This is an optimization exercise on Yosys and OpenROAD, whose aim is small area, a short achievable clock period and few clock cycles per item, not a production implementation. Only simulation tests tie the RTL to the original design; equivalence was not proved. Power figures rest on the tool's default switching activity, not on a simulated workload.

--- design/flow/config.mk ---
export PLATFORM = sky130hd
export DESIGN_NAME = rectangle_overlay_pixel_lookup_top
export DESIGN_NICKNAME = rectangle_overlay_pixel_lookup_top
export VERILOG_FILES = /design/flow/design.v
export SDC_FILE = /design/flow/constraint.sdc
export NUM_CORES = 4
export LEC_CHECK = 0
export CAP_MARGIN = 20
export CORE_MARGIN = 2
export CORE_UTILIZATION = 55
export CTS_CLUSTER_DIAMETER = 100
export CTS_CLUSTER_SIZE = 24
export SETUP_SLACK_MARGIN = 3.2
export SLEW_MARGIN = 20
--- design/flow/constraint.sdc ---
create_clock -name core_clock -period 6.0 [get_ports {i_clk}]
set_input_delay 1.2000 -clock core_clock [delete_from_list [all_inputs] [get_ports {i_clk}]]
set_output_delay 1.2000 -clock core_clock [all_outputs]
set_load 0.01 [all_outputs]
--- design/flow/design.v ---
package rop_pkg;
    localparam int MAX_RECTS = 128;
    localparam int IDX_W     = $clog2(MAX_RECTS);
    localparam int CNT_W     = $clog2(MAX_RECTS + 1);
    localparam int COL_W   = 7;
    localparam int ROW_W   = 5;
    localparam int GLYPH_W = 8;
    localparam int S_DATA_W = 48;
    localparam int M_DATA_W = 8;
    localparam int RECT_W   = 2*COL_W + 2*ROW_W + GLYPH_W;
    localparam int OUT_DEPTH = 5;
    localparam logic [GLYPH_W-1:0] SPACE_CHAR = 8'd32;
endpackage
module rop_table_ram (
    input  logic                                           i_clk,
    input  logic                                           i_shift,
    input  logic [rop_pkg::RECT_W-1:0]                     i_rect,
    input  logic [rop_pkg::CNT_W-1:0]                      i_count,
    input  logic [rop_pkg::ROW_W-1:0]                      i_row,
    input  logic [rop_pkg::ROW_W-1:0]                      i_nrow,
    input  logic [rop_pkg::COL_W-1:0]                      i_col,
    input  logic [rop_pkg::COL_W-1:0]                      i_ncol,
    output logic [rop_pkg::MAX_RECTS-1:0]                  o_cover,
    output logic [rop_pkg::MAX_RECTS*rop_pkg::GLYPH_W-1:0] o_glyphs
);
    logic [rop_pkg::RECT_W-1:0] r_mem [0:rop_pkg::MAX_RECTS-1];
    function automatic logic ge_inv(input logic [6:0] x, input logic [6:0] ny, input int w);
        logic c;
        c = 1'b1;
        for (int b = 0; b < w; b++) c = (x[b] & ny[b]) | (x[b] & c) | (ny[b] & c);
        ge_inv = c;
    endfunction
    always_ff @(posedge i_clk) begin
        if (i_shift) begin
            r_mem[0] <= {i_rect[31:12], ~i_rect[11:0]};
            for (int i = 1; i < rop_pkg::MAX_RECTS; i++) r_mem[i] <= r_mem[i-1];
        end
    end
    always_comb begin
        for (int i = 0; i < rop_pkg::MAX_RECTS; i++) begin
            o_cover[i] = ge_inv(i_col, r_mem[i][6:0], 7) && ge_inv(r_mem[i][18:12], i_ncol, 7) &&
                         ge_inv({2'b0, i_row}, {2'b0, r_mem[i][11:7]}, 5) &&
                         ge_inv({2'b0, r_mem[i][23:19]}, {2'b0, i_nrow}, 5) &&
                         (rop_pkg::CNT_W'(i) < i_count);
            o_glyphs[i*rop_pkg::GLYPH_W +: rop_pkg::GLYPH_W] = r_mem[i][31:24];
        end
    end
endmodule
module rop_group_sel #(
    parameter int N = 128,
    parameter int G = 16
) (
    input  logic [N-1:0]                   i_cover,
    input  logic [N*rop_pkg::GLYPH_W-1:0]  i_glyphs,
    output logic [N/G-1:0]                 o_hit,
    output logic [N/G*rop_pkg::GLYPH_W-1:0] o_glyph
);
    localparam int GW = rop_pkg::GLYPH_W;
    always_comb begin
        for (int g = 0; g < N/G; g++) begin
            logic [G-1:0] c, p, sel;
            logic [GW-1:0] o;
            c = i_cover[g*G +: G];
            p = c;
            for (int s = 1; s < G; s = s * 2)
                for (int j = G - 1; j >= s; j--) p[j] = p[j] | p[j-s];
            sel = c & ~{p[G-2:0], 1'b0};
            o = '0;
            for (int j = 0; j < G; j++)
                o = o | ({GW{sel[j]}} & i_glyphs[(g*G+j)*GW +: GW]);
            o_glyph[g*GW +: GW] = o;
            o_hit[g] = p[G-1];
        end
    end
endmodule
module rop_final_sel #(
    parameter int NG = 8
) (
    input  logic [NG-1:0]                 i_hit,
    input  logic [NG*rop_pkg::GLYPH_W-1:0] i_glyph,
    output logic                          o_hit,
    output logic [rop_pkg::GLYPH_W-1:0]   o_glyph
);
    localparam int GW = rop_pkg::GLYPH_W;
    logic [NG-1:0] p, sel;
    logic [GW-1:0] o;
    always_comb begin
        p = i_hit;
        for (int s = 1; s < NG; s = s * 2)
            for (int j = NG - 1; j >= s; j--) p[j] = p[j] | p[j-s];
        sel = i_hit & ~{p[NG-2:0], 1'b0};
        o = '0;
        for (int j = 0; j < NG; j++)
            o = o | ({GW{sel[j]}} & i_glyph[j*GW +: GW]);
    end
    assign o_hit   = p[NG-1];
    assign o_glyph = p[NG-1] ? o : rop_pkg::SPACE_CHAR;
endmodule
module rectangle_overlay_pixel_lookup_top (
    input  logic                           i_clk,
    input  logic                           i_rst_n,
    input  logic                           i_s_tvalid,
    output logic                           o_s_tready,
    input  logic [rop_pkg::S_DATA_W-1:0]   i_s_tdata,
    input  logic [0:0]                     i_s_tuser,
    output logic                           o_m_tvalid,
    input  logic                           i_m_tready,
    output logic [rop_pkg::M_DATA_W-1:0]   o_m_tdata,
    output logic [0:0]                     o_m_tuser
);
    localparam int D  = rop_pkg::OUT_DEPTH;
    localparam int N  = rop_pkg::MAX_RECTS;
    localparam int G  = 16;
    localparam int NG = N / G;
    localparam int GW = rop_pkg::GLYPH_W;
    logic                         r_ready;
    logic [rop_pkg::CNT_W-1:0]    r_count;
    logic [$clog2(D+1)-1:0]       r_out;
    logic                         r_ld, r_q, r_cv, r_gv;
    logic [31:0]                  r_rect;
    logic [rop_pkg::ROW_W-1:0]    r_row, r_nrow;
    logic [rop_pkg::COL_W-1:0]    r_col, r_ncol;
    logic [N-1:0]                 r_cov;
    logic [NG-1:0]                r_ghit;
    logic [NG*GW-1:0]             r_gglyph;
    logic [D-1:0]                 r_qv;
    logic [8:0]                   r_qd [0:D-1];
    logic                         w_fire, w_qfire, w_lfire, w_take;
    logic [N-1:0]                 w_cover;
    logic [N*GW-1:0]              w_glyphs;
    logic [NG-1:0]                w_ghit;
    logic [NG*GW-1:0]             w_gglyph;
    logic                         w_hit;
    logic [GW-1:0]                w_glyph;
    logic [$clog2(D+1)-1:0]       w_out;
    assign w_fire  = i_s_tvalid && r_ready;
    assign w_qfire = w_fire && i_s_tuser[0];
    assign w_lfire = w_fire && !i_s_tuser[0] && !r_count[rop_pkg::CNT_W-1];
    assign w_take  = r_qv[0] && i_m_tready;
    assign w_out   = r_out + w_qfire - w_take;
    rop_table_ram u_tab (
        .i_clk    (i_clk),
        .i_shift  (r_ld),
        .i_rect   (r_rect),
        .i_count  (r_count),
        .i_row    (r_row),
        .i_nrow   (r_nrow),
        .i_col    (r_col),
        .i_ncol   (r_ncol),
        .o_cover  (w_cover),
        .o_glyphs (w_glyphs)
    );
    rop_group_sel #(.N(N), .G(G)) u_gsel (
        .i_cover  (r_cov),
        .i_glyphs (w_glyphs),
        .o_hit    (w_ghit),
        .o_glyph  (w_gglyph)
    );
    rop_final_sel #(.NG(NG)) u_fsel (
        .i_hit    (r_ghit),
        .i_glyph  (r_gglyph),
        .o_hit    (w_hit),
        .o_glyph  (w_glyph)
    );
    always_ff @(posedge i_clk) begin
        r_rect   <= i_s_tdata[31:0];
        r_row    <= i_s_tdata[36:32];
        r_nrow   <= ~i_s_tdata[36:32];
        r_col    <= i_s_tdata[43:37];
        r_ncol   <= ~i_s_tdata[43:37];
        r_cov    <= w_cover;
        r_ghit   <= w_ghit;
        r_gglyph <= w_gglyph;
        if (!i_rst_n) begin
            r_ready <= 1'b1;
            r_count <= '0;
            r_out   <= '0;
            r_ld    <= 1'b0;
            r_q     <= 1'b0;
            r_cv    <= 1'b0;
            r_gv    <= 1'b0;
        end else begin
            r_ready <= (w_out < D);
            r_count <= r_count + w_lfire;
            r_out   <= w_out;
            r_ld    <= w_lfire;
            r_q     <= w_qfire;
            r_cv    <= r_q;
            r_gv    <= r_cv;
        end
    end
    logic [D:0]  w_sv;
    logic [8:0]  w_sd [0:D];
    always_comb begin
        for (int k = 0; k < D; k++) begin
            w_sv[k] = w_take ? ((k + 1 < D) ? r_qv[(k+1)%D] : 1'b0) : r_qv[k];
            w_sd[k] = w_take ? r_qd[(k+1)%D] : r_qd[k];
        end
        w_sv[D] = 1'b0;
        w_sd[D] = '0;
    end
    always_ff @(posedge i_clk) begin
        for (int k = 0; k < D; k++) begin
            if (r_gv && !w_sv[k] && (k == 0 || w_sv[(k+D-1)%D]))
                r_qd[k] <= {w_hit, w_glyph};
            else
                r_qd[k] <= w_sd[k];
        end
        if (!i_rst_n) begin
            r_qv <= '0;
        end else begin
            for (int k = 0; k < D; k++)
                r_qv[k] <= w_sv[k] || (r_gv && (k == 0 || w_sv[(k+D-1)%D]));
        end
    end
    assign o_s_tready = r_ready;
    assign o_m_tvalid = r_qv[0];
    assign o_m_tdata  = r_qd[0][7:0];
    assign o_m_tuser  = r_qd[0][8];
endmodule
--- design/flow/run.sh ---
#!/bin/bash
# synth_recipe.tcl (not shown) runs the flow's synth.tcl, then flattens the netlist and writes it again
# the make line also repeats each setting of config.mk as NAME=value (left out here)
make -C /OpenROAD-flow-scripts/flow DESIGN_CONFIG=/design/flow/config.mk WORK_HOME=/design/flow/orfs CLKGATE_MAP_FILE= SYNTH_SCRIPT=/design/flow/synth_recipe.tcl finish
==> metrics.md, run 1 <==
| Metric | Value |
|---|---|
| Run status | timing/DRC/antenna clean |
| Synth Warn # | 7 |
| Syn Nets | 11,900 |
| Avg Cell Area, Syn | roughly 15 um2 |
| Worst Min Path Start | r_rect[15] |
| Crit path DAT | between 3 and 4 ns |
| Pleak | roughly 50 nW |
| Gr ovfl total | 0 |
| Hold Path Class | reg -> reg |
| Area after DPL | roughly 180,000 um2 |
| Die Y | 570 um |
| Clock power share | 0.307 |
| Worst-Skew Late Latency | between 0.9 and 1 ns |
| Max cap viols | 0 |
| Hold depth | 0 |
| Number of synthesized flops with an enable pin | roughly 4,100 |
| DRC | 0 |
| Worst Slack Setup Final | a little over 3 ns |
| Starting Density | 0.553 |
| CTS buffer count | 207 |
| Multiplexer area fraction after synthesis | 0.00178 |
| Routed wire per std cell | between 30 and 40 um |
| Port Buf Inserts | 59 |
| Crit. End Element | flip-flop |
| Sequential share of power | 0.646 |
| Post-route cell area | roughly 190,000 um2 |
| R2r setup slk | slightly above 3 ns |
| Comb pwr share | 0.047 |
| Cells after synthesis | 11,800 |
| NumNets Final | between 10,000 and 15,000 |
| Clock sink count | 4,418 |
| Clock tree buffer depth | 4 |
| Post-Synth Adder-Cell Area | 0.00307 |
| Sequential-to-total area share from yosys stat | 0.737 |
| Iter 0 DRT Violations | 17,200 |
| Sw frac | 0.220 |
| Root Buffer | clkbuf_16 |
| Worst reg2reg startpoint | r_count[3] |
| Die W | between 500 and 600 um |
| GPL Wtd Cong | 0.877 |
| Pint | 41.4 mW |
| Compound-Gate Fraction of Synth Area | 0.174 |
| Clock transition at path regs | 0.10 ns |
| First-pass GRT wire length | a little over 700,000 um |
| Mapped Area | around 180,000 um2 |
| Largest family of logic cells by synthesized area | compound AO/OA/AOI/OAI gates |
| Ys async rst share | 0 |
| Number of synthesized register bits | 4,418 |
| Hold Vio Cnt, Final | 0 |
| Tot GR Track Use | 0.296 |
| Setup_tns | 0 ns |
| Worst Path Required | 6.77 ns |
| Max-slew headroom | 0.184 |
| Startpoint type of the worst setup path | flip-flop |
| Unique masters post-synth | between 80 and 90 |
| Area delta synth->final | 7.38% |
| Initial antenna violation count | 43 |
| Post-place setup slack | about 1.8 ns |
| Slew @ Worst Pin | ~1.2 ns |
| I/O pins | 64 |
| Core area | approximately 320,000 um2 |
| Most frequent cells in the layout | edfxtp_1 (4,141), nand2_1 (1,122), a22oi_1 (797), o22ai_1 (675), o21ai_0 (508) |
| H-tree levels | 4 |
| Crit-path max FO | 18 |
| Max IR drop VDD | ~0.27 mV |
| Most common cell after layout, fill and taps aside | edfxtp_1 |
| Critical path origin | r_count[3] |
| Layout cells sized above 1 | 0.0798 |
| Critical path class | reg -> reg |
| Period utilisation layout | 0.485 |
| Drt pass-1 iters | 10 |
| R2R Path End | r_cov[32] |
| Top FF cell, synth | edfxtp_1 |
| PwrDens | approximately 280 nW/um2 |
| Xor/xnor cell area share of the yosys netlist | 0.000348 |
| CP endpoint | r_cov[32] |
| Worst Reg-to-Reg Cells | 6 |
| Final setup fails | 0 |
| Simple-gate share of the synthesized area | 0.0614 |
| Worst-case clock skew | 0.0410 ns |
| Final ANT Viol Nets | 0 |
| Drt via density | a little over 7 |
| Switching pwr | roughly 12 mW |
| Min Tclk post-route | 2.91 ns |
| DR vias | roughly 110k |
| RSZ-0062 raised after global routing | yes |
| DP HPWL | 320,000 um |
| Routed WL | between 400,000 and 500,000 um |
| Vias in the first global route | between 100k and 150k |
| CTS tree | yes |
| Final slew viol count | 0 |
| Row Count | a little over 200 |
| Die area | between 300,000 and 400,000 um2 |
| Largest net degree at the start of global routing | approximately 180 |
| Fmax | about 340 MHz |
| Post-layout util | 0.594 |
==> layer usage <==
metal,share of wire,up-vias,global-route usage
li1,-,48500,-
met4,0.037,6,0.104
met5,0.000082,-,0
met1,0.42,58300,0.447
met2,0.44,5683,0.435
met3,0.098,676,0.0531
==> worst min path at each step <==
stage / end / slack (ns)
6_report: u_tab.r_mem[0][15] / 0.41
5_1_grt: u_tab.r_mem[0][22] / 0.42
4_1_cts: u_tab.r_mem[0][22] / 0.41
3_5_place_dp: u_tab.r_mem[0][22] / 0.39
3_3_place_gp: u_tab.r_mem[0][26] / 0.39
2_1_floorplan: u_tab.r_mem[0][12] / 0.39
==> synthesized netlist by cell type (47+ instances only) <==
cell type / number / area share
a2111oi_0: 66 / 0.0033
a211oi_1: 113 / 0.0048
a21oi_1: 264 / 0.0075
a221o_1: 57 / 0.0032
a221oi_1: 226 / 0.011
a222oi_1: 153 / 0.0087
a22o_1: 72 / 0.0036
a22oi_1: 797 / 0.034
a31oi_1: 77 / 0.0027
a32oi_1: 49 / 0.0024
and3_1: 67 / 0.0024
buf_1: 162 / 0.0035
buf_2: 89 / 0.0025
clkbuf_1: 593 / 0.013
dfxtp_1: 277 / 0.031
edfxtp_1: 4141 / 0.71
inv_1: 105 / 0.0022
maj3_1: 47 / 0.0027
nand2_1: 1127 / 0.024
nand3_1: 257 / 0.0073
nand3b_1: 47 / 0.0020
nand4_1: 49 / 0.0017
nor2_1: 184 / 0.0039
nor3_1: 102 / 0.0029
nor4_1: 89 / 0.0032
o211ai_1: 128 / 0.0055
o21a_1: 166 / 0.0071
o21ai_0: 510 / 0.014
o221a_2: 152 / 0.0097
o221ai_1: 221 / 0.011
o22ai_1: 675 / 0.024
o2bb2ai_1: 52 / 0.0026
o31ai_1: 201 / 0.0086
==> registers in the layout (all words and copies together) (netlist names) <==
name         cells
r_gv             1
r_ld             1
r_cv             1
r_ncol           7
r_ghit           8
r_q              1
r_out            3
r_row            5
r_rect          32
r_col            7
r_gglyph        64
r_qv             5
r_nrow           5
r_qd            45
r_count          8
r_ready          1
r_cov          128
u_tab.r_mem   4096
==> cell type report <==
type                            instances  area, um2
Sequential cell                      4418     130000
Fill cell                           24200     129000
Multi-Input combinational cell       6471      42800
Clock buffer                          371       5930
Tap cell                             4180       5230
Timing Repair Buffer                  427       4600
Inverter                              105        394
Clock inverter                          6       68.8
Antenna cell                           26       65.1
==> power by group through the flow <==
| stage | clock network [mW] | registers, mW | logic, mW |
|---|---|---|---|
| after floorplan | 0 | 36.4 | 1.19 |
| after global placement | 0 | 35.0 | 2.22 |
| after detailed placement | 0 | 35.0 | 2.26 |
| after CTS | 16.6 | 34.3 | 2.39 |
| after global routing | 17.5 | 34.3 | 2.66 |
| final | 16.3 | 34.3 | 2.48 |
==> stage by stage <==
| step | std cells | hold slack [ns] | total power, mW |
|---|---|---|---|
| floorplan | 11800 | 0.386 | 37.6 |
| global placement | 15500 | 0.386 | 37.2 |
| detailed placement | 15500 | 0.389 | 37.3 |
| CTS | 15900 | 0.411 | 53.2 |
| global route | 16000 | 0.422 | 54.5 |
| finish | 16000 | 0.409 | 53.0 |
==> worst max-delay path, cell delays in order (launching register included) <==
cell	delay (ns)
dfxtp_4	0.54
buf_4	0.38
or3_4	0.41
nor2_4	0.20
a2111oi_0	0.48
nand4_1	0.21
nor4_2	0.50
==> repair_timing <==
action | CTS | global route
cloned | 2 | 2
gates resized for setup | 104 | 34
pin swaps | 11 | 5
endpoints found under the setup margin | 166 | 91
buffers inserted | 52 | 30
hold buffers | 0 | 0
==> logic make-up after synthesis <==
family / after synthesis
multiplexers: 28
AND/OR/NAND/NOR: 2213
buffers and inverters: 960
AO/OA/AOI/OAI: 4170
XOR/XNOR: 7
flip-flops: 4418
adder cells (fa/ha/maj): 52
Testbench counts, summed over its fixed seeds: cycles 2,542, queries 1,600.
==> run 2, diff against run 1 <==
--- a/design/flow/config.mk
+++ b/design/flow/config.mk
@@ -7,8 +7,8 @@
 export LEC_CHECK = 0
 export CAP_MARGIN = 20
 export CORE_MARGIN = 2
-export CORE_UTILIZATION = 55
+export CORE_UTILIZATION = 40
 export CTS_CLUSTER_DIAMETER = 100
-export CTS_CLUSTER_SIZE = 24
-export SETUP_SLACK_MARGIN = 3.2
+export CTS_CLUSTER_SIZE = 30
+export SETUP_SLACK_MARGIN = 3.0
 export SLEW_MARGIN = 20
==> metrics.md, run 2 <==
| Metric | Value |
|---|---|
| Run status | timing/DRC/antenna clean |
| Comb pwr share | 0.046 |
| CTS tree | yes |
| Sw frac | 0.225 |
| Syn Nets | around 12,000 |
| Die area | around 450,000 um2 |
| Sequential share of power | 0.655 |
| Unique masters post-synth | 86 |
| Sequential-to-total area share from yosys stat | 0.737 |
| Buf+Inv Stages, Crit Path | 1 |
| Switching pwr | between 10 and 15 mW |
| Synth cell count leaders | edfxtp_1 (4,141), nand2_1 (1,127), a22oi_1 (797) |
| Final setup fails | 0 |
| Mapped Area | between 150,000 and 200,000 um2 |
| DR vias | approximately 110k |
| Initial antenna violation count | 42 |
| Max-slew headroom | 0.214 |
| Ys async rst share | 0 |
| Critical path class | reg -> reg |
| Fill cell count | between 30,000 and 40,000 |
| H-tree levels | 4 |
| Gr ovfl total | 0 |
| Setup_tns | 0 ns |
| Clock transition at path regs | 0.12 ns |
| Worst-case clock skew | about 0.095 ns |
| Clock tree buffer depth | 4 |
| Min Tclk post-route | about 3.1 ns |
| Reg area | around 130,000 um2 |
| Period utilisation layout | 0.519 |
| DRC | 0 |
| Pleak | roughly 50 nW |
| Routed wire per std cell | ~28 um |
| Hold Vio Cnt, Final | 0 |
| Root Buffer | clkbuf_16 |
| Final slew viol count | 0 |
| CTS buffer count | roughly 180 |
| Synth area leader | edfxtp_1 |
| Startpoint type of the worst setup path | flip-flop |
| Cells after synthesis | between 10,000 and 15,000 |
| Delay-heaviest family, CP | simple AND/OR/NAND/NOR gates |
| Die Y | around 670 um |
| Top FF cell, synth | edfxtp_1 |
| Crit path DAT | between 3 and 4 ns |
| Drt pass-1 iters | 10 |
| Post-CTS Hold Fix Bufs | 0 |
| Most flops, register | u_tab.r_mem |
| Max IR drop VDD | 0.266 mV |
| Largest regs | u_tab.r_mem: 4096 flops, r_cov: 128 flops, r_gglyph: 64 flops |
| PwrDens | between 200 and 300 nW/um2 |
| DP HPWL | about 320,000 um |
| Slowest Stage Delay on Critical Path | ~0.53 ns |
| I/O pins | between 60 and 70 |
| Worst Reg-to-Reg Cells | 6 |
| CP Cell Sequence | buf_4, or3_1, nand2_2, a2111oi_0, nand4_1, nor4_1 |
| Most common cell after layout, fill and taps aside | edfxtp_1 |
| Hold depth | 0 |
| Port Buf Inserts | between 50 and 60 |
| Crit-path max FO | 24 |
| Largest net degree at the start of global routing | 195 |
| Fmax | around 320 MHz |
| Final ANT Viol Nets | 0 |
| Number of cells on the critical path | 6 |
| GPL Wtd Cong | roughly 0.89 |
| Number of synthesized flops with an enable pin | slightly above 4,000 |
| Clock power share | 0.299 |
| Tot GR Track Use | 0.210 |
| Iter 0 DRT Violations | roughly 17,000 |
| Die W | 668 um |
| Max reg flops | 4,096 |
| RSZ-0062 raised after global routing | yes |
| NumNets Final | 11,600 |
| Area of the multi-input gates | ~43,000 um2 |
| Max cap viols | 0 |
| Number of synthesized register bits | 4,418 |
| Yosys top cell area share | 0.706 |
| Worst Path Required | slightly below 7 ns |
| Core area | about 440,000 um2 |
| Pint | ~41 mW |
| Hold Path Class | reg -> reg |
| Routed WL | roughly 490,000 um |
| Top cells by area, synth | edfxtp_1 (71%), a22oi_1 (3.4%), dfxtp_1 (3.1%) |
| Worst hold slack | 0.419 ns |
| Starting Density | 0.402 |
| Drt via density | around 6.4 |
| Synth Warn # | 7 |
| Layout cells sized above 1 | 0.0754 |
| Worst-Skew Late Latency | 0.98 ns |
| Crit. End Element | flip-flop |
| Most frequent cells in the layout | edfxtp_1 (4,141), nand2_1 (1,124), a22oi_1 (797), o22ai_1 (675), o21ai_0 (508) |
| Slew @ Worst Pin | around 1.2 ns |
| Slowest CP cell | or3_1 |
| Row Count | about 240 |
| Avg Cell Area, Syn | between 10 and 15 um2 |
| First-pass GRT wire length | 713,000 um |
| Vias in the first global route | 105,000 |
| Area delta synth->final | 8.09% |
| Clock sink count | about 4,400 |
| Most common cell in the netlist | edfxtp_1 |
## run 2: cell counts after synthesis
Identical to the previous run, type by type.
## run 2: final timing paths
check / endpoint / slack, ns / from
worst min-delay path: u_tab.r_mem[0][26] / 0.42 / r_rect[26]
worst max register to register: r_cov[72] / 2.88 / r_count[2]
worst min register to register: u_tab.r_mem[0][26] / 0.42 / r_rect[26]
worst max-delay path: r_cov[72] / 2.88 / r_count[2]
## run 2: cell type report
type | count | share of cell area
antenna | 24 | 0.000315
clock buffer | 296 | 0.0263
clock inverter | 29 | 0.00244
inverter | 105 | 0.00207
multi-input combinational | 6471 | 0.225
sequential | 4418 | 0.683
tap | 5880 | 0.0386
timing repair buffer | 403 | 0.0226
## run 2: kinds of logic (layout without fill, tap and decap cells)
| logic type | count (synthesis) | in the layout | synth area share |
|---|---|---|---|
| AO/OA/AOI/OAI | 4170 | 4170 | 0.174 |
| XOR/XNOR | 7 | 7 | 0.000348 |
| adder cells (fa/ha/maj) | 52 | 52 | 0.00307 |
| buffers and inverters | 960 | 833 | 0.0215 |
| flip-flops | 4418 | 4418 | 0.737 |
| multiplexers | 28 | 28 | 0.00178 |
| other | 0 | 24 | 0 |
| AND/OR/NAND/NOR | 2213 | 2214 | 0.0614 |
## run 2: what timing repair did
item                                    4_1_cts  5_1_grt
cloned                                        1        0
resized for setup                            37       16
endpoints found under the hold margin         0        0
setup buffers                                41       17
pin swaps                                     7        6
endpoints found under the setup margin      161       53
## run 2: layer usage
metal,wire [um],global-route usage
met1,209000,0.304
met4,20600,0.0779
met5,41,0
met3,41100,0.0276
met2,222000,0.324
## run 2: stage by stage
stage / utilization / total power, mW / cells / setup slack [ns] / area [um2]
after floorplan: - / 37.6 / 11800 / -22.94 / 176000
after global placement: 0.420 / 37.2 / 17200 / 1.31 / 184000
after detailed placement: 0.420 / 37.3 / 17200 / 1.85 / 184000
after CTS: 0.434 / 52.7 / 17600 / 2.98 / 190000
after global routing: 0.434 / 53.8 / 17600 / 2.93 / 190000
final: 0.435 / 52.4 / 17600 / 2.88 / 190000
## run 2: power by group through the flow
stage               Sequential [mW]  Clock (mW)  Combinational (mW)
finish                         34.3        15.7                2.40
global route                   34.3        16.9                2.59
CTS                            34.3        16.0                2.34
detailed placement             35.0           0                2.25
global placement               35.0           0                2.21
floorplan                      36.4           0                1.19
==> run 3, diff against run 2 <==
--- a/design/flow/design.v
+++ b/design/flow/design.v
@@ -15,7 +15,9 @@
     input  logic                                           i_clk,
     input  logic                                           i_shift,
     input  logic [rop_pkg::RECT_W-1:0]                     i_rect,
-    input  logic [rop_pkg::CNT_W-1:0]                      i_count,
+    input  logic [7:0]                                     i_vgt,
+    input  logic [7:0]                                     i_veq,
+    input  logic [15:0]                                    i_vlo,
     input  logic [rop_pkg::ROW_W-1:0]                      i_row,
     input  logic [rop_pkg::ROW_W-1:0]                      i_nrow,
     input  logic [rop_pkg::COL_W-1:0]                      i_col,
@@ -41,7 +43,7 @@
             o_cover[i] = ge_inv(i_col, r_mem[i][6:0], 7) && ge_inv(r_mem[i][18:12], i_ncol, 7) &&
                          ge_inv({2'b0, i_row}, {2'b0, r_mem[i][11:7]}, 5) &&
                          ge_inv({2'b0, r_mem[i][23:19]}, {2'b0, i_nrow}, 5) &&
-                         (rop_pkg::CNT_W'(i) < i_count);
+                         (i_vgt[i/16] || (i_veq[i/16] && i_vlo[i%16]));
             o_glyphs[i*rop_pkg::GLYPH_W +: rop_pkg::GLYPH_W] = r_mem[i][31:24];
         end
     end
@@ -121,6 +123,9 @@
     logic [rop_pkg::ROW_W-1:0]    r_row, r_nrow;
     logic [rop_pkg::COL_W-1:0]    r_col, r_ncol;
     logic [N-1:0]                 r_cov;
+    logic [7:0]                   r_vgt, r_veq;
+    logic [15:0]                  r_vlo;
+    logic [rop_pkg::CNT_W-1:0]    w_count;
     logic [NG-1:0]                r_ghit;
     logic [NG*GW-1:0]             r_gglyph;
     logic [D-1:0]                 r_qv;
@@ -138,11 +143,14 @@
     assign w_lfire = w_fire && !i_s_tuser[0] && !r_count[rop_pkg::CNT_W-1];
     assign w_take  = r_qv[0] && i_m_tready;
     assign w_out   = r_out + w_qfire - w_take;
+    assign w_count = i_rst_n ? r_count + w_lfire : '0;
     rop_table_ram u_tab (
         .i_clk    (i_clk),
         .i_shift  (r_ld),
         .i_rect   (r_rect),
-        .i_count  (r_count),
+        .i_vgt    (r_vgt),
+        .i_veq    (r_veq),
+        .i_vlo    (r_vlo),
         .i_row    (r_row),
         .i_nrow   (r_nrow),
         .i_col    (r_col),
@@ -171,9 +179,14 @@
         r_cov    <= w_cover;
         r_ghit   <= w_ghit;
         r_gglyph <= w_gglyph;
+        r_count  <= w_count;
+        for (int k = 0; k < 8; k++) begin
+            r_vgt[k] <= (w_count[7:4] > 4'(k));
+            r_veq[k] <= (w_count[7:4] == 4'(k));
+        end
+        for (int j = 0; j < 16; j++) r_vlo[j] <= (w_count[3:0] > 4'(j));
         if (!i_rst_n) begin
             r_ready <= 1'b1;
-            r_count <= '0;
             r_out   <= '0;
             r_ld    <= 1'b0;
             r_q     <= 1'b0;
@@ -181,7 +194,6 @@
             r_gv    <= 1'b0;
         end else begin
             r_ready <= (w_out < D);
-            r_count <= r_count + w_lfire;
             r_out   <= w_out;
             r_ld    <= w_lfire;
             r_q     <= w_qfire;
--- a/design/flow/config.mk
+++ b/design/flow/config.mk
@@ -9,6 +9,6 @@
 export CORE_MARGIN = 2
 export CORE_UTILIZATION = 40
 export CTS_CLUSTER_DIAMETER = 100
-export CTS_CLUSTER_SIZE = 30
-export SETUP_SLACK_MARGIN = 3.0
+export CTS_CLUSTER_SIZE = 24
+export SETUP_SLACK_MARGIN = 3.5
 export SLEW_MARGIN = 20
==> metrics.md, run 3 <==
| Metric | Value |
|---|---|
| Layout cells sized above 1 | 0.0809 |
| Max IR drop VDD | ~0.26 mV |
| Initial antenna violation count | 28 |
| Hold Vio Cnt, Final | 0 |
| Mapped Area | roughly 180,000 um2 |
| Clock transition at path regs | around 0.10 ns |
| First-pass GRT wire length | slightly above 700,000 um |
| Hold Path Class | reg -> reg |
| Routed wire per std cell | 26.7 um |
| Pleak | between 50 and 60 nW |
| Most common cell after layout, fill and taps aside | edfxtp_1 |
| Crit path DAT | between 1.5 and 2 ns |
| Slowest Stage Delay on Critical Path | around 0.46 ns |
| Number of synthesized register bits | about 4,400 |
| Iter 0 DRT Violations | roughly 15,000 |
| Largest net degree at the start of global routing | around 190 |
| I/O pins | 64 |
| Die Y | approximately 670 um |
| Slowest CP cell | edfxtp_1 |
| NumNets Final | approximately 12,000 |
| Number of synthesized flops with an enable pin | about 4,100 |
| Most common cell in the netlist | edfxtp_1 |
| Most flops, register | u_tab.r_mem |
| Startpoint type of the worst setup path | flip-flop |
| Vias in the first global route | between 100k and 150k |
| Worst Slack Setup Final | around 3.2 ns |
| Min Tclk post-route | between 2 and 3 ns |
| Starting Density | 0.401 |
| Drt pass-1 iters | 10 |
| Worst-case clock skew | approximately 0.067 ns |
| Critical path class | reg -> out |
| Final ANT Viol Nets | 0 |
| Crit. End Element | output port |
| Fmax | approximately 360 MHz |
| Routed WL | 485,000 um |
| Unique masters post-synth | between 70 and 80 |
| Slew @ Worst Pin | between 1 and 1.5 ns |
| DRC | 0 |
| RSZ-0062 raised after global routing | yes |
| Avg Cell Area, Syn | roughly 15 um2 |
| Row Count | roughly 250 |
| Top FF cell, synth | edfxtp_1 |
| Buf+Inv Stages, Crit Path | 1 |
| GPL Wtd Cong | between 0.8 and 0.9 |
| Gr ovfl total | 0 |
| PwrDens | between 200 and 300 nW/um2 |
| Max cap viols | 0 |
| CTS buffer count | ~210 |
| Post-route cell area | 197,000 um2 |
| CTS tree | yes |
| Crit-path max FO | 2 |
| Clock tree buffer depth | 4 |
| Tot GR Track Use | 0.204 |
| H-tree levels | 4 |
| Largest regs | u_tab.r_mem: 4096 flops, r_cov: 128 flops, r_gglyph: 64 flops |
| Yosys top cell area share | 0.691 |
| Setup_tns | 0 ns |
| Top cells by area, synth | edfxtp_1 (69%), dfxtp_1 (3.4%), a22oi_1 (2.5%) |
| Synth Warn # | 7 |
| Ys async rst share | 0 |
| Root Buffer | clkbuf_16 |
| Max-slew headroom | 0.281 |
| Synth area leader | edfxtp_1 |
| Final setup fails | 0 |
| Final slew viol count | 0 |
| Worst Path Required | approximately 4.8 ns |
| Core area | 448,000 um2 |
| Synth cell count leaders | edfxtp_1 (4,141), nand2_1 (829), clkbuf_1 (796) |
| CP Cell Sequence | buf_2 |
| Cells after synthesis | ~12,000 |
| Port Buf Inserts | about 60 |
| Post-place setup slack | about 1.4 ns |
| Area delta synth->final | 9.21% |
| Worst-Skew Late Latency | between 0.9 and 1 ns |
| DR vias | ~110k |
| Delay-heaviest family, CP | flip-flops |
| Most frequent cells in the layout | edfxtp_1 (4,141), nand2_1 (824), o22ai_1 (628), a22oi_1 (611), o21ai_0 (451) |
| Syn Nets | between 10,000 and 15,000 |
| DP HPWL | 302,000 um |
| Sequential-to-total area share from yosys stat | 0.725 |
| Die area | about 460,000 um2 |
| Period utilisation layout | 0.469 |
| Final Power | between 50 and 60 mW |
| Run status | timing/DRC/antenna clean |
| Clock sink count | 4,448 |
| Max reg flops | between 4,000 and 5,000 |
| Drt via density | approximately 6.3 |
| Die W | slightly below 700 um |
| Area after DPL | roughly 190,000 um2 |
-- run 3: cell count changes in the layout (fill, tap and decap cells not counted), sizes merged, moves of 101 or more --
cell    previous run  this run
nand2           1127       829
o31a               0       120
o211ai           129       236
o211a              7       119
o22a              20       121
o221ai           221        48
a22oi            797       611
nand3            257       383
a21oi            264       421
nor4b             25       142
a211oi           113       291
-- run 3: stage by stage --
| step | std cells | utilization | hold WS [ns] |
|---|---|---|---|
| after floorplan | 12300 | - | 0.386 |
| after global placement | 17700 | 0.418 | 0.390 |
| after detailed placement | 17700 | 0.418 | 0.389 |
| after CTS | 18200 | 0.437 | 0.409 |
| after global routing | 18200 | 0.438 | 0.413 |
| final | 18200 | 0.438 | 0.411 |
-- run 3: path summary, 6_finish.rpt --
check,start,endpoint,slack (ns),depth (start not counted)
hold reg to reg,r_rect[13],u_tab.r_mem[0][13],0.41,0
hold / removal,r_rect[13],u_tab.r_mem[0][13],0.41,0
setup / recovery,r_qd[0][1],o_m_tdata[1],3.18,1
setup reg to reg,r_nrow[2],r_cov[2],3.51,6
-- run 3: layout make-up --
type,instances,area [um2]
repair buffers,457,5470
clock inverters,17,230
diodes,7,17.5
inverters,152,588
multi-input cells,6789,46200
clock buffers,370,5940
flip-flops and latches,4448,131000
well taps,5952,7450
fillers,39300,252000
-- run 3: logic make-up (layout without fill, tap and decap cells) --
kind of cell / after synthesis / count (layout) / share of synthesized area
AO/OA/AOI/OAI: 4620 / 4621 / 0.190
flip-flops: 4448 / 4448 / 0.725
AND/OR/NAND/NOR: 2116 / 2119 / 0.0586
buffers and inverters: 1071 / 996 / 0.0228
multiplexers: 34 / 34 / 0.00212
adder cells (fa/ha/maj): 9 / 9 / 0.000612
XOR/XNOR: 6 / 6 / 0.000292
other: 0 / 7 / 0
-- run 3: metal layers --
metal  global-route usage  up-vias  part of all wire
met4               0.0739       18             0.043
met2                0.310     4660              0.44
li1                     -    50500                 -
met3               0.0310      660             0.081
met5                    0        -           0.00045
met1                0.298    58100              0.43
-- run 3: timing repair --
item                                     CTS  global route
gates resized for setup                  232            63
buffers inserted                         118            21
pin swaps                                 22            14
endpoints found under the setup margin  1174           254
gates cloned                               7             2
hold buffers                               0             0
-- run 3: report_power, final --
part           switching, mW  internal [mW]  leakage, nW
combinational           1.90          0.793         17.2
sequential             0.330           34.1         32.1
clock                   9.76           6.89         2.94
total                   12.0           41.8         52.2
Testbench counts of run 3, summed over its fixed seeds: cycles 2,542, queries 1,600.
==> run 4, diff against run 3 <==
--- a/design/flow/design.v
+++ b/design/flow/design.v
@@ -112,7 +112,7 @@
 );
     localparam int D  = rop_pkg::OUT_DEPTH;
     localparam int N  = rop_pkg::MAX_RECTS;
-    localparam int G  = 16;
+    localparam int G  = 32;
     localparam int NG = N / G;
     localparam int GW = rop_pkg::GLYPH_W;
     logic                         r_ready;
@@ -212,15 +212,16 @@
         w_sd[D] = '0;
     end
     always_ff @(posedge i_clk) begin
-        for (int k = 0; k < D; k++) begin
-            if (r_gv && !w_sv[k] && (k == 0 || w_sv[(k+D-1)%D]))
-                r_qd[k] <= {w_hit, w_glyph};
-            else
-                r_qd[k] <= w_sd[k];
-        end
         if (!i_rst_n) begin
-            r_qv <= '0;
+            r_qv    <= '0;
+            r_qd[0] <= '0;
         end else begin
+            for (int k = 0; k < D; k++) begin
+                if (r_gv && !w_sv[k] && (k == 0 || w_sv[(k+D-1)%D]))
+                    r_qd[k] <= {w_hit, w_glyph};
+                else
+                    r_qd[k] <= w_sd[k];
+            end
             for (int k = 0; k < D; k++)
                 r_qv[k] <= w_sv[k] || (r_gv && (k == 0 || w_sv[(k+D-1)%D]));
         end
==> metrics.md, run 4 <==
| Metric | Value |
|---|---|
| Run status | timing/DRC/antenna clean |
| Slew @ Worst Pin | 1.14 ns |
| Hold Path Class | reg -> reg |
| Worst hold slack | ~0.39 ns |
| Final setup fails | 0 |
| Vias in the first global route | 102,000 |
| Largest regs | u_tab.r_mem: 4096 flops, r_cov: 128 flops, r_qd: 45 flops |
| Non-Filler Instances | around 18,000 |
| Final Power | 53.5 mW |
| Worst Slack Setup Final | between 3 and 4 ns |
| Number of synthesized register bits | around 4,400 |
| Slowest Stage Delay on Critical Path | about 0.34 ns |
| Die area | around 440,000 um2 |
| Yosys top cell area share | 0.710 |
| NumNets Final | around 12,000 |
| Layout cells sized above 1 | 0.111 |
| Row Count | 242 |
| Compound-Gate Fraction of Synth Area | 0.152 |
| Clock sink count | between 4,000 and 5,000 |
| Max cap viols | 0 |
| Top cells by area, synth | edfxtp_1 (71%), dfxtp_1 (3.2%), nand2_1 (2.8%) |
| Cells after synthesis | ~12,000 |
| Mapped Area | around 170,000 um2 |
| Multiplexer area fraction after synthesis | 0.00129 |
| Period utilisation layout | 0.433 |
| Worst-Skew Late Latency | around 1.0 ns |
| Synth cell count leaders | edfxtp_1 (4,132), nand2_1 (1,287), o21ai_0 (773) |
| Port Buf Inserts | 59 |
| Post-Synth Adder-Cell Area | 0.0148 |
| Synth area leader | edfxtp_1 |
| Critical path class | reg -> out |
| Area of the multi-input gates | 43,800 um2 |
| Avg Cell Area, Syn | 14.6 um2 |
| Crit path DAT | 1.40 ns |
| Number of synthesized flops with an enable pin | about 4,100 |
| Routed wire per std cell | ~27 um |
| Routed WL | approximately 480,000 um |
| Final slew viol count | 0 |
| I/O pins | 64 |
| Most common cell in the netlist | edfxtp_1 |
| Max reg flops | 4,096 |
| Simple-gate share of the synthesized area | 0.0702 |
| Top FF cell, synth | edfxtp_1 |
| Starting Density | 0.402 |
| Crit. End Element | output port |
| Post-route cell area | ~190,000 um2 |
| CP Cell Sequence | buf_6 |
| Drt via density | around 6.1 |
| GPL Wtd Cong | 0.833 |
| Area delta synth->final | 11.1% |
| Ys async rst share | 0 |
| Setup_tns | 0 ns |
| Final ANT Viol Nets | 0 |
| RSZ-0062 raised after global routing | yes |
| Startpoint type of the worst setup path | flip-flop |
| Max-slew headroom | 0.241 |
| Worst hold endpoint | u_tab.r_mem[91][14] |
| Buf+Inv Stages, Crit Path | 1 |
| Worst reg2reg startpoint | r_cov[103] |
| Placed Cells | between 15,000 and 20,000 |
| Fill cell count | about 38,000 |
| Core area | between 400,000 and 500,000 um2 |
| DRC | 0 |
| Die W | about 660 um |
| Min Tclk post-route | 2.60 ns |
| Clock transition at path regs | about 0.10 ns |
| Iter 0 DRT Violations | around 15,000 |
| Xor/xnor cell area share of the yosys netlist | 0.000401 |
| Post-layout util | 0.446 |
| Synth Warn # | 7 |
| First-pass GRT wire length | 685,000 um |
| Unique masters post-synth | a little under 90 |
| Max IR drop VDD | about 0.23 mV |
| H-tree levels | 4 |
| DR vias | ~110k |
| Most common cell after layout, fill and taps aside | edfxtp_1 |
| Fmax | just under 400 MHz |
| Largest net degree at the start of global routing | a little under 200 |
| Post-place setup slack | between 1.5 and 2 ns |
| Delay-heaviest family, CP | flip-flops |
| Critical path origin | r_qd[0][8] |
| PwrDens | 275 nW/um2 |
| Largest family of logic cells by synthesized area | compound AO/OA/AOI/OAI gates |
| Hold depth | 0 |
| Clock tree buffer depth | 4 |
| Most frequent cells in the layout | edfxtp_1 (4,132), nand2_1 (1,272), o21ai_0 (738), a22oi_1 (567), o31ai_1 (500) |
| Reg area | about 130,000 um2 |
| Worst-case clock skew | approximately 0.090 ns |
| CTS buffer count | around 210 |
| R2R Path End | r_gglyph[24] |
| Sequential-to-total area share from yosys stat | 0.742 |
| Slowest CP cell | dfxtp_2 |
| Area after DPL | roughly 180,000 um2 |
| R2r setup slk | 3.44 ns |
| Most flops, register | u_tab.r_mem |
| Gr ovfl total | 0 |
| Worst Min Path Start | u_tab.r_mem[90][14] |
| CTS tree | yes |
| Initial antenna violation count | 29 |
| Hold Vio Cnt, Final | 0 |
| Crit-path max FO | 2 |
| Syn Nets | around 12,000 |
| Drt pass-1 iters | 9 |
| Root Buffer | clkbuf_16 |
| Tot GR Track Use | 0.204 |
| Worst Path Required | around 4.8 ns |
| Die Y | about 660 um |
| Pleak | between 50 and 60 nW |
| Worst Reg-to-Reg Cells | 7 |
| DP HPWL | about 290,000 um |
run 4: cell types whose count changed in the layout (fill, tap and decap cells not counted), moves of 212 or more:
cell / before / now
a221oi_1: 269 / 57
o22ai_1: 628 / 371
nand4_1: 6 / 268
nand2_1: 824 / 1272
o221ai_1: 48 / 383
maj3_1: 4 / 247
o21ai_0: 451 / 738
o211ai_1: 236 / 23
o31ai_1: 239 / 500
run 4: timing repair:
action                                  CTS  global route
hold buffers                              0             0
hold endpoints to repair                  0             0
pin swaps                                73            75
setup buffers                           183            66
endpoints found under the setup margin  486           269
gates cloned                             11             5
gates resized for setup                 496           307
run 4: layout make-up:
| type | count | area share |
|---|---|---|
| Sequential cell | 4412 | 0.670 |
| Tap cell | 5734 | 0.0370 |
| Clock inverter | 24 | 0.00211 |
| Multi-Input combinational cell | 6649 | 0.226 |
| Antenna cell | 11 | 0.000142 |
| Timing Repair Buffer | 541 | 0.0333 |
| Clock buffer | 366 | 0.0307 |
| Inverter | 69 | 0.00138 |
run 4: worst max path at each step:
stage	to	depth (start not counted)
6_report	o_m_tuser[0]	1
5_1_grt	o_m_tuser[0]	1
4_1_cts	r_qd[4][4]	4
3_5_place_dp	r_vgt[6]	11
3_3_place_gp	r_vgt[0]	11
2_1_floorplan	u_tab.r_mem[0][0]	0
run 4: cell families (layout without fill, tap and decap cells):
family	after synthesis	after routing
buf+inv	875	1000
flops	4412	4412
fa+ha+maj	256	256
compound gates	3795	3795
mux	21	21
simple gates	2566	2569
other cells	0	11
xor+xnor	8	8
run 4: per-layer routing:
| metal | up-vias | share of wire | routed length (um) | global-route usage |
|---|---|---|---|---|
| met5 | - | 0.00014 | 68 | 0 |
| met4 | 10 | 0.029 | 13700 | 0.0538 |
| met3 | 604 | 0.078 | 37200 | 0.0299 |
| met2 | 4402 | 0.46 | 219000 | 0.322 |
| met1 | 55800 | 0.43 | 206000 | 0.297 |
| li1 | 48500 | - | - | - |
run 4: where the power goes:
group	total [mW]	switching, mW	internal [mW]
Sequential	34.1	0.312	33.8
Combinational	2.50	1.79	0.708
Clock	16.8	9.88	6.95
Total	53.5	12.0	41.5
Testbench counts of run 4, summed over its fixed seeds: cycles 2,542, queries 1,600.
==> run 5, diff against run 4 <==
--- a/design/flow/design.v
+++ b/design/flow/design.v
@@ -112,7 +112,7 @@
 );
     localparam int D  = rop_pkg::OUT_DEPTH;
     localparam int N  = rop_pkg::MAX_RECTS;
-    localparam int G  = 32;
+    localparam int G  = 16;
     localparam int NG = N / G;
     localparam int GW = rop_pkg::GLYPH_W;
     logic                         r_ready;
==> metrics.md, run 5 <==
| Metric | Value |
|---|---|
| Top cells by area, synth | edfxtp_1 (70%), dfxtp_1 (3.6%), nand2_1 (2.4%) |
| Worst Min Path Start | r_rect[17] |
| Drt pass-1 iters | 9 |
| Final slew viol count | 0 |
| Clock transition at path regs | approximately 0.1 ns |
| CTS tree | yes |
| Syn Nets | around 12,000 |
| R2R Path End | r_qd[0][0] |
| H-tree levels | 4 |
| R2r setup slk | ~3.3 ns |
| Worst Reg-to-Reg Cells | 8 |
| Max-slew headroom | 0.214 |
| Pleak | about 53 nW |
| Die W | roughly 670 um |
| Slowest Stage Delay on Critical Path | 0.77 ns |
| CP Cell Sequence | nor2b_4, buf_6, a22oi_2, o211ai_1, a221o_1, a21oi_4, buf_4, a2111oi_4 |
| Synth cell count leaders | edfxtp_1 (4,132), nand2_1 (1,138), clkbuf_1 (747) |
| Die area | 450,000 um2 |
| PwrDens | 272 nW/um2 |
| Run status | timing/DRC/antenna clean |
| Mapped Area | between 150,000 and 200,000 um2 |
| Drt via density | between 6 and 7 |
| Max reg flops | around 4,100 |
| Root Buffer | clkbuf_16 |
| GPL Wtd Cong | 0.844 |
| Critical path class | reg -> reg |
| Routed WL | between 500,000 and 600,000 um |
| Most common cell in the netlist | edfxtp_1 |
| Top FF cell, synth | edfxtp_1 |
| Worst-Skew Late Latency | roughly 1 ns |
| Startpoint type of the worst setup path | flip-flop |
| Tot GR Track Use | 0.205 |
| Cells after synthesis | 12,200 |
| Slowest CP cell | o211ai_1 |
| Row Count | 244 |
| Synth area leader | edfxtp_1 |
| Largest net degree at the start of global routing | 178 |
| Layout cells sized above 1 | 0.112 |
| Worst Path Required | approximately 6.9 ns |
| Crit path DAT | roughly 3.5 ns |
| Number of synthesized flops with an enable pin | ~4,100 |
| Gr ovfl total | 0 |
| Xor/xnor cell area share of the yosys netlist | 0.000394 |
| Avg Cell Area, Syn | roughly 15 um2 |
| Area delta synth->final | 12.0% |
| Largest regs | u_tab.r_mem: 4096 flops, r_cov: 128 flops, r_gglyph: 64 flops |
| Worst hold endpoint | u_tab.r_mem[0][17] |
| Synth Warn # | 7 |
| Most frequent cells in the layout | edfxtp_1 (4,132), nand2_1 (1,133), nand3_1 (560), o21ai_0 (528), nor2_1 (437) |
| Sequential-to-total area share from yosys stat | 0.733 |
| Area after DPL | 185,000 um2 |
| Die Y | roughly 670 um |
| Vias in the first global route | between 100k and 150k |
| Multiplexer area fraction after synthesis | 0.000984 |
| Fill cell count | roughly 38,000 |
| DRC | 0 |
| Core area | around 440,000 um2 |
| Starting Density | 0.402 |
| Min Tclk post-route | 2.65 ns |
| DR vias | around 110k |
| Initial antenna violation count | 30 |
| Worst reg2reg startpoint | r_ghit[2] |
| I/O pins | 64 |
| CTS buffer count | 213 |
| Hold Vio Cnt, Final | 0 |
| Compound-Gate Fraction of Synth Area | 0.163 |
| Most common cell after layout, fill and taps aside | edfxtp_1 |
| Largest family of logic cells by synthesized area | compound AO/OA/AOI/OAI gates |
| Iter 0 DRT Violations | about 16,000 |
| Crit. End Element | flip-flop |
| Hold Path Class | reg -> reg |
| Fmax | 377 MHz |
| Hold depth | 0 |
| Post-route cell area | 199,000 um2 |
| Ys async rst share | 0 |
| Max cap viols | 0 |
| Period utilisation layout | 0.442 |
| Max IR drop VDD | approximately 0.25 mV |
| Final setup fails | 0 |
| Yosys top cell area share | 0.697 |
| DP HPWL | 282,000 um |
| Final ANT Viol Nets | 0 |
| First-pass GRT wire length | 702,000 um |
| Slew @ Worst Pin | 1.18 ns |
| NumNets Final | between 10,000 and 15,000 |
| RSZ-0062 raised after global routing | yes |
| Most flops, register | u_tab.r_mem |
| Clock tree buffer depth | 4 |
| Simple-gate share of the synthesized area | 0.0695 |
| Clock sink count | roughly 4,400 |
| Post-Synth Adder-Cell Area | 0.0144 |
| Routed wire per std cell | roughly 27 um |
| Worst-case clock skew | between 0.05 and 0.06 ns |
| Port Buf Inserts | 59 |
| Number of synthesized register bits | around 4,400 |
| Crit-path max FO | 7 |
| Unique masters post-synth | 77 |
| Setup_tns | 0 ns |
==> run 5: changes by cell type in the layout (fill, tap and decap cells not counted), sizes merged, moves of 119 or more <==
cell	delta
o21ai	-162
a221oi	+255
a2111oi	-119
nand2	-150
or2	-121
a22oi	-164
nand4	-249
a211o	+236
nor2	+325
==> run 5: worst max path at each step <==
| stage | from | to | slack (ns) | cells after the start |
|---|---|---|---|---|
| global route | r_qv[0] | o_m_tvalid | 3.31 | 1 |
| finish | r_ghit[2] | r_qd[0][0] | 3.35 | 8 |
| floorplan | r_ld | u_tab.r_mem[0][0] | -22.94 | 0 |
| global placement | i_m_tready | r_qd[2][2] | 1.90 | 6 |
| CTS | r_qv[0] | o_m_tvalid | 3.27 | 1 |
| detailed placement | i_m_tready | r_qd[2][6] | 1.85 | 6 |
==> run 5: where the power goes <==
| group | internal [mW] | switching (mW) |
|---|---|---|
| sequential | 34.1 | 0.322 |
| clock | 6.98 | 9.95 |
| combinational | 0.864 | 2.03 |
| total | 41.9 | 12.3 |
==> run 5: cells by family after synthesis <==
| family | Yosys count |
|---|---|
| xor+xnor | 8 |
| flops | 4448 |
| fa+ha+maj | 254 |
| simple gates | 2615 |
| mux | 17 |
| compound gates | 3978 |
| buf+inv | 887 |
==> run 5: metrics by stage <==
step | power, mW | hold slack (ns) | cells | utilization | setup WS, ns
floorplan | 37.8 | 0.386 | 12200 | - | -22.94
global placement | 37.3 | 0.387 | 17500 | 0.419 | 1.90
detailed placement | 37.3 | 0.389 | 17500 | 0.419 | 1.85
CTS | 54.3 | 0.409 | 18100 | 0.443 | 3.27
global route | 55.7 | 0.413 | 18200 | 0.450 | 3.31
finish | 54.2 | 0.409 | 18200 | 0.450 | 3.35
==> run 5: layout make-up <==
class	instances	area, um2	share of cell area
Timing Repair Buffer	515	7250	0.0364
Clock buffer	372	5980	0.0300
Multi-Input combinational cell	6875	47500	0.238
Inverter	53	203	0.00102
Sequential cell	4448	131000	0.655
Antenna cell	16	40.0	0.000201
Clock inverter	22	360	0.00181
Tap cell	5904	7390	0.0371
==> run 5: worst max-delay path, delay by kind of cell, from the launching register on <==
family                 cells  cell delay, ns
AOI/OAI and AO/OA          5            1.55
buffers and inverters      2            0.29
DFF                        1            0.43
and+or+nand+nor            1            0.30
==> run 5: per-layer routing <==
layer | track usage | share of wire | vias up
met2 | 0.315 | 0.45 | 4917
li1 | - | - | 49800
met4 | 0.0553 | 0.029 | 4
met3 | 0.0320 | 0.091 | 576
met1 | 0.304 | 0.43 | 57900
met5 | 0 | 0.000068 | -
==> run 5: timing repair <==
action | 4_1_cts | 5_1_grt
resized for setup | 565 | 459
setup buffers | 146 | 77
endpoints found under the setup margin | 1753 | 258
pin swaps | 76 | 255
hold buffers | 0 | 0
cloned | 28 | 21
Testbench counts of run 5, summed over its fixed seeds: cycles 2,542, queries 1,600.
==> run 6, diff against run 5 <==
--- a/design/flow/design.v
+++ b/design/flow/design.v
@@ -112,7 +112,7 @@
 );
     localparam int D  = rop_pkg::OUT_DEPTH;
     localparam int N  = rop_pkg::MAX_RECTS;
-    localparam int G  = 16;
+    localparam int G  = 32;
     localparam int NG = N / G;
     localparam int GW = rop_pkg::GLYPH_W;
     logic                         r_ready;
--- a/design/flow/config.mk
+++ b/design/flow/config.mk
@@ -10,5 +10,5 @@
 export CORE_UTILIZATION = 40
 export CTS_CLUSTER_DIAMETER = 100
 export CTS_CLUSTER_SIZE = 24
-export SETUP_SLACK_MARGIN = 3.5
+export SETUP_SLACK_MARGIN = 3.3
 export SLEW_MARGIN = 20
==> metrics.md, run 6 <==
| Metric | Value |
|---|---|
| Area delta synth->final | 9.36% |
| Initial antenna violation count | 29 |
| Avg Cell Area, Syn | between 10 and 15 um2 |
| Hold Path Class | reg -> reg |
| Root Buffer | clkbuf_16 |
| PwrDens | approximately 280 nW/um2 |
| Delay-heaviest family, CP | compound AO/OA/AOI/OAI gates |
| Core area | between 400,000 and 500,000 um2 |
| Buf+Inv Stages, Crit Path | 0 |
| Drt via density | just over 6 |
| Mapped Area | ~170,000 um2 |
| Gr ovfl total | 0 |
| Worst reg2reg startpoint | r_ghit[0] |
| Most frequent cells in the layout | edfxtp_1 (4,132), nand2_1 (1,279), o21ai_0 (770), a22oi_1 (575), o31ai_1 (537) |
| CTS buffer count | about 210 |
| GPL Wtd Cong | between 0.8 and 0.9 |
| Max cap viols | 0 |
| Cells after synthesis | 11,900 |
| RSZ-0062 raised after global routing | yes |
| Top FF cell, synth | edfxtp_1 |
| Post-route cell area | between 150,000 and 200,000 um2 |
| Layout cells sized above 1 | 0.0863 |
| Synth Warn # | 7 |
| Final setup fails | 0 |
| Synth cell count leaders | edfxtp_1 (4,132), nand2_1 (1,287), o21ai_0 (773) |
| Yosys top cell area share | 0.710 |
| Crit path DAT | around 3.6 ns |
| Most flops, register | u_tab.r_mem |
| CP Cell Sequence | nor3b_1, a221oi_1, nor2_1, mux2_2 |
| Drt pass-1 iters | 10 |
| Clock transition at path regs | ~0.1 ns |
| DP HPWL | ~290,000 um |
| DRC | 0 |
| Max reg flops | around 4,100 |
| Starting Density | 0.402 |
| Final ANT Viol Nets | 0 |
| Placed Cells | 17,100 |
| Unique masters post-synth | 87 |
| Post-layout util | 0.439 |
| Routed WL | roughly 460,000 um |
| Setup_tns | 0 ns |
| DR vias | 108,000 |
| Post-CTS Hold Fix Bufs | 0 |
| H-tree levels | 4 |
| Die Y | 665 um |
| Crit. End Element | flip-flop |
| Largest family of logic cells by synthesized area | compound AO/OA/AOI/OAI gates |
| Tot GR Track Use | 0.199 |
| Critical path origin | r_ghit[0] |
| Worst Reg-to-Reg Cells | 4 |
| Hold depth | 0 |
| Largest net degree at the start of global routing | between 150 and 200 |
| Run status | timing/DRC/antenna clean |
| Syn Nets | around 12,000 |
| Die area | 442,000 um2 |
| Largest regs | u_tab.r_mem: 4096 flops, r_cov: 128 flops, r_qd: 45 flops |
| Port Buf Inserts | approximately 60 |
| Period utilisation layout | 0.485 |
| Slowest Stage Delay on Critical Path | roughly 1.0 ns |
| Hold Vio Cnt, Final | 0 |
| Fill cell count | 38,200 |
| Max-slew headroom | 0.229 |
| Non-Filler Instances | about 18,000 |
| Most common cell in the netlist | edfxtp_1 |
| Area after DPL | around 180,000 um2 |
| NumNets Final | 11,800 |
| Number of cells on the critical path | 4 |
| First-pass GRT wire length | 671,000 um |
| Post-Synth Adder-Cell Area | 0.0148 |
| Row Count | 242 |
| Slowest CP cell | a221oi_1 |
| Worst Path Required | between 6 and 7 ns |
| Vias in the first global route | 101,000 |
| Startpoint type of the worst setup path | flip-flop |
| Worst Min Path Start | u_tab.r_mem[90][13] |
| Clock sink count | roughly 4,400 |
| Number of synthesized flops with an enable pin | roughly 4,100 |
| Compound-Gate Fraction of Synth Area | 0.152 |
| Simple-gate share of the synthesized area | 0.0702 |
| Worst hold slack | between 0.3 and 0.4 ns |
| Iter 0 DRT Violations | around 14,000 |
| Fmax | about 340 MHz |
| Worst-Skew Late Latency | 1.00 ns |
| I/O pins | 64 |
| Number of synthesized register bits | approximately 4,400 |
| Final slew viol count | 0 |
| Sequential-to-total area share from yosys stat | 0.742 |
| Min Tclk post-route | 2.91 ns |
| Multiplexer area fraction after synthesis | 0.00129 |
| Ys async rst share | 0 |
| Slew @ Worst Pin | 1.16 ns |
| Die W | ~660 um |
| Critical path class | reg -> reg |
| Routed wire per std cell | ~26 um |
| CTS tree | yes |
| Clock tree buffer depth | 4 |
| Xor/xnor cell area share of the yosys netlist | 0.000401 |
| Worst-case clock skew | between 0.08 and 0.09 ns |
| Pleak | roughly 50 nW |
| Crit-path max FO | 17 |
| Top cells by area, synth | edfxtp_1 (71%), dfxtp_1 (3.2%), nand2_1 (2.8%) |
| Synth area leader | edfxtp_1 |
| Most common cell after layout, fill and taps aside | edfxtp_1 |
| Max IR drop VDD | 0.232 mV |
[run 6: changes by cell type after synthesis, sizes merged, moves of 115 or more]
cell / before / now
a2111oi: 10 / 129
o221ai: 266 / 383
a221oi: 323 / 68
nand4: 19 / 268
nand3: 563 / 446
o311ai: 117 / 2
o21ai: 613 / 775
nand2: 1138 / 1287
or2: 5 / 126
a21oi: 227 / 344
a22oi: 411 / 575
nor2: 449 / 124
a211o: 241 / 5
[run 6: cell type report]
type / count / area (um2) / share of cell area
diodes: 9 / 22.5 / 0.000118
clock buffers: 366 / 5960 / 0.0312
clock inverters: 24 / 409 / 0.00214
inverters: 69 / 263 / 0.00138
multi-input cells: 6648 / 42700 / 0.224
flip-flops and latches: 4412 / 130000 / 0.680
well taps: 5734 / 7170 / 0.0376
repair buffers: 411 / 4580 / 0.0240
[run 6: path summary, 6_finish.rpt]
| check | end | slack (ns) |
|---|---|---|
| max | r_qd[2][2] | 3.09 |
| min | u_tab.r_mem[91][13] | 0.40 |
| max reg2reg | r_qd[2][2] | 3.09 |
| min reg2reg | u_tab.r_mem[91][13] | 0.40 |
[run 6: kinds of logic after synthesis]
family / after synthesis
flops: 4412
compound gates: 3795
buf+inv: 875
mux: 21
xor+xnor: 8
simple gates: 2566
fa+ha+maj: 256
[run 6: stage by stage]
stage          setup slack [ns]  power [mW]
2_1_floorplan            -22.94        37.5
3_3_place_gp               1.55        36.9
3_5_place_dp               1.58        37.0
4_1_cts                    3.19        53.6
5_1_grt                    3.00        54.9
6_report                   3.09        53.3
[run 6: per-layer routing]
| metal | track usage | vias to the layer above | part of all wire |
|---|---|---|---|
| met4 | 0.0519 | 2 | 0.026 |
| li1 | - | 48200 | - |
| met3 | 0.0273 | 550 | 0.076 |
| met2 | 0.313 | 4188 | 0.46 |
| met5 | 0 | - | 0.000028 |
| met1 | 0.291 | 55200 | 0.44 |
[run 6: worst reg2reg max path, cell delays in order, from the launching register on]
cell and delay [ns]:
dfxtp_1 0.81, nor3b_1 0.31, a221oi_1 1.02, nor2_1 0.23, mux2_2 0.34
[run 6: what timing repair did]
item | CTS | global route
pin swaps | 31 | 25
resized for setup | 272 | 148
setup endpoints to repair | 245 | 135
setup buffers | 106 | 23
gates cloned | 4 | 1
[run 6: power by group]
part / internal (mW) / switching (mW)
logic: 0.622 / 1.65
clock network: 6.95 / 9.87
registers: 33.8 / 0.346
Testbench counts of run 6, summed over its fixed seeds: cycles 2,542, queries 1,600.

[re-timing with driven ports]
Ports are ideal in the flow. The routed layouts listed here were re-timed in OpenROAD. Step 1, drivers: a clkbuf_16 drives i_clk and a buf_2 each remaining input, both assumed. Step 2 also shifts input and output timing later by t, the mid clock arrival at the registers, as if the neighbouring blocks saw the same clock. a / b / c = ideal / step 1 / step 2; a / b = the first two.
run	t, ns	setup slack, ns	clock arrival spread, ns	pins driven straight from the clock port
run 1	1.034	3.087 / 3.087 / 2.593	0.047 / 0.047	1
run 2	1.052	2.883 / 2.883 / 2.233	0.097 / 0.097	1
run 3	1.073	3.185 / 3.063 / 2.533	0.081 / 0.080	1
run 4	1.088	3.401 / 3.276 / 2.518	0.110 / 0.110	1
run 5	1.063	3.350 / 3.250 / 2.355	0.076 / 0.076	1
run 6	1.088	3.092 / 3.092 / 2.369	0.104 / 0.104	1
After both steps every run listed still meets setup and hold. For run 5, which loses most, drivers alone change the setup slack by -0.100 ns; drivers and shift together by -0.995 ns.
